What follows belongs to an exercise in optimizing a design on an open flow for small area and a short achievable clock period; a production flow would make more cautious choices. In this exercise RTL edits were held to simulation tests only and were not proved equivalent to the original. Power is estimated from default activity; no workload was simulated.

nickel:
## fairq_top
module fairq_top (
   input  logic                   clk,
   input  logic                   reset,
   input  logic                   in_wr,
   input  fairq_pkg::ctrl_t       in_ctrl,
   input  fairq_pkg::data_word_t  in_data,
   input  logic                   rd_dst_addr,
   input  fairq_pkg::queue_idx_t  dst_oq,
   input  fairq_pkg::sram_addr_t  dst_oq_high_addr,
   input  fairq_pkg::sram_addr_t  dst_oq_low_addr,
   output logic                   out_wr,
   output fairq_pkg::ctrl_t       out_ctrl,
   output fairq_pkg::data_word_t  out_data
);
Size in the first run: roughly 2,300 cells after synthesis, roughly 730 flip-flops, roughly 190 I/O pins, ~31,000 sq um of cells after synthesis.
clock: 8.5 ns
lec_check: 0
cap_margin: 20
core_margin: 2
core_utilization: 40
cts_cluster_diameter: 150
cts_cluster_size: 20
slew_margin: 20
standard.sh (not shown) runs the stock make flow with config.mk's settings and CLKGATE_MAP_FILE= SYNTH_SCRIPT=/design/flow/synth_recipe.tcl, a recipe that flattens the netlist after the stock synthesis.
==> flow/flow/run.sh <==
#!/bin/bash
# The standard layout (standard.sh, unchanged synthesis and steps) with two
# knobs the flow settings cannot reach: port buffers are buf_2 cells instead
# of the default delay cells, and timing repair aims for a larger setup slack.
# make's output goes to flow.log here; each ORFS step keeps its own log under
# orfs/logs/.
set -euo pipefail
export BUFFER_PORTS_ARGS="-buffer_cell sky130_fd_sc_hd__buf_2"
export SETUP_SLACK_MARGIN=5.6
bash standard.sh > flow.log 2>&1
### nickel -> harbor
-- flow/flow/run.sh --
<<< nickel, line 3
# knobs the flow settings cannot reach: port buffers are buf_2 cells instead
>>> harbor, line 3
# knobs the flow settings cannot reach: port buffers are buf_1 cells instead
<<< nickel, line 8
export BUFFER_PORTS_ARGS="-buffer_cell sky130_fd_sc_hd__buf_2"
export SETUP_SLACK_MARGIN=5.6
>>> harbor, line 8
export BUFFER_PORTS_ARGS="-buffer_cell sky130_fd_sc_hd__buf_1"
export SETUP_SLACK_MARGIN=6.0
-- flow/config.mk --
<<< nickel, line 11
export CTS_CLUSTER_DIAMETER = 150
export CTS_CLUSTER_SIZE = 20
>>> harbor, line 11
export CTS_CLUSTER_DIAMETER = 180
export CTS_CLUSTER_SIZE = 26
<<< nickel, line 14
>>> harbor, line 14
export TNS_END_PERCENT = 0
--- outcome ---
harbor | stages: all done | timing, DRC, antenna: all pass. Looking at depth of the critical timing path with buffers and inverters included, harbor sits 1 higher than nickel does. Worst-case setup slack after placement for harbor: 0.097 ns down relative to nickel. Uppermost signal routing layer after detailed routing: met5 -> nickel, met4 -> harbor. Diff nickel -> harbor: amount of wire on met2 after detailed routing decreased about 5%; final routed wire length divided by cell count decreased 2.3%; post-route total power decreased about 5.4%.
Changes in maple relative to harbor:
-- flow/flow/run.sh --
<<< harbor, line 3
# knobs the flow settings cannot reach: port buffers are buf_1 cells instead
>>> maple, line 3
# knobs the flow settings cannot reach: port buffers are buf_2 cells instead
<<< harbor, line 8
export BUFFER_PORTS_ARGS="-buffer_cell sky130_fd_sc_hd__buf_1"
export SETUP_SLACK_MARGIN=6.0
>>> maple, line 8
export BUFFER_PORTS_ARGS="-buffer_cell sky130_fd_sc_hd__buf_2"
export SETUP_SLACK_MARGIN=5.3
-- flow/config.mk --
<<< harbor, line 11
export CTS_CLUSTER_DIAMETER = 180
export CTS_CLUSTER_SIZE = 26
>>> maple, line 11
export CTS_CLUSTER_DIAMETER = 150
export CTS_CLUSTER_SIZE = 20
<<< harbor, line 14
export TNS_END_PERCENT = 0
>>> maple, line 14
Results
[compare] base=harbor new=maple: net count after synthesis held, count of clock-buffer cells in the layout went up 15. The lower clock insertion delay at the later pin of the skew report came out of harbor. Arrival time at the worst endpoint was higher in maple than in harbor. maple was carried through to the last stage, and its layout satisfied the timing, design-rule and antenna checks. On area after synthesis, harbor tracks maple almost exactly.
[inputs] yarrow vs maple
-- flow/flow/run.sh --
<<< maple, line 3
# knobs the flow settings cannot reach: port buffers are buf_2 cells instead
>>> yarrow, line 3
# knobs the flow settings cannot reach: port buffers are buf_1 cells instead
<<< maple, line 8
export BUFFER_PORTS_ARGS="-buffer_cell sky130_fd_sc_hd__buf_2"
export SETUP_SLACK_MARGIN=5.3
>>> yarrow, line 8
export BUFFER_PORTS_ARGS="-buffer_cell sky130_fd_sc_hd__buf_1"
export SETUP_SLACK_MARGIN=5.6
-- flow/config.mk --
<<< maple, line 11
export CTS_CLUSTER_DIAMETER = 150
export CTS_CLUSTER_SIZE = 20
>>> yarrow, line 11
export CTS_CLUSTER_DIAMETER = 180
export CTS_CLUSTER_SIZE = 26
<<< maple, line 14
>>> yarrow, line 14
export TNS_END_PERCENT = 0
yarrow vs maple on pin count of the biggest net entering global routing: yarrow is the lower one.
Critical-path cell with the highest stage delay = sky130_fd_sc_hd__or3b_2: yarrow; critical-path cell with the highest stage delay = sky130_fd_sc_hd__xor3_2: maple
Global-route usage, yarrow and maple, lower one = yarrow.
Between yarrow and maple, it is yarrow whose first-pass GRT wire length is lower, by 2400 um.
yarrow: share of cells above drive strength 1 8.2 points below maple
diff inputs: yarrow => tundra
-- flow/flow/run.sh --
<<< yarrow, line 9
export SETUP_SLACK_MARGIN=5.6
>>> tundra, line 9
export SETUP_SLACK_MARGIN=6.5
Notes after the runs:
- tundra reached the final stage; the timing, design-rule and antenna checks on its layout passed.
- Delta (tundra minus yarrow): post-route fraction of the period consumed by the critical path barely changed; final routed DRC violation total barely changed; buffer depth of the longest clock path barely changed; number of clock buffers inserted by TritonCTS barely changed.
- Any difference in clock share of power between yarrow and tundra is small enough to ignore.
- tundra against yarrow: top-level port count ~0 delta, final area ~0 delta.

==> static timing again, ports no longer ideal <==
In the flow no input, the clock included, has a driving cell. The finished layouts below were timed again as built, in two steps. Step 1 (the two cells are an assumption about what drives the block):
set clk [get_ports {clk}]
set_driving_cell -lib_cell sky130_fd_sc_hd__clkbuf_16 $clk
set_driving_cell -lib_cell sky130_fd_sc_hd__buf_2 [delete_from_list [all_inputs] $clk]
Step 2 adds t to the input delays and takes it off the output delays; t is the mean of the earliest and latest rising clock arrival at the registers after step 1. Input paths then give back, and output paths get back, about the clock's delay inside the block. Slacks: ideal ports / drivers / drivers and shift; pairs: ideal ports / drivers.
run | t (ns) | setup slack, ns | worst hold slack (ns) | worst register clock-pin slew, ns
nickel | 0.652 | 5.286 / 5.300 / 4.648 | 0.497 / 0.497 / 0.497 | 0.10 / 0.10
harbor | 0.651 | 5.251 / 5.284 / 4.632 | 0.485 / 0.485 / 0.485 | 0.11 / 0.11
maple | 0.681 | 5.250 / 5.276 / 4.595 | 0.473 / 0.473 / 0.473 | 0.09 / 0.09
yarrow | 0.651 | 5.251 / 5.284 / 4.632 | 0.485 / 0.485 / 0.485 | 0.11 / 0.11
tundra | 0.651 | 5.251 / 5.284 / 4.632 | 0.485 / 0.485 / 0.485 | 0.11 / 0.11
After both steps every run listed still meets setup and hold. For maple, which loses most, drivers alone change the setup slack by +0.026 ns; drivers and shift together by -0.655 ns.
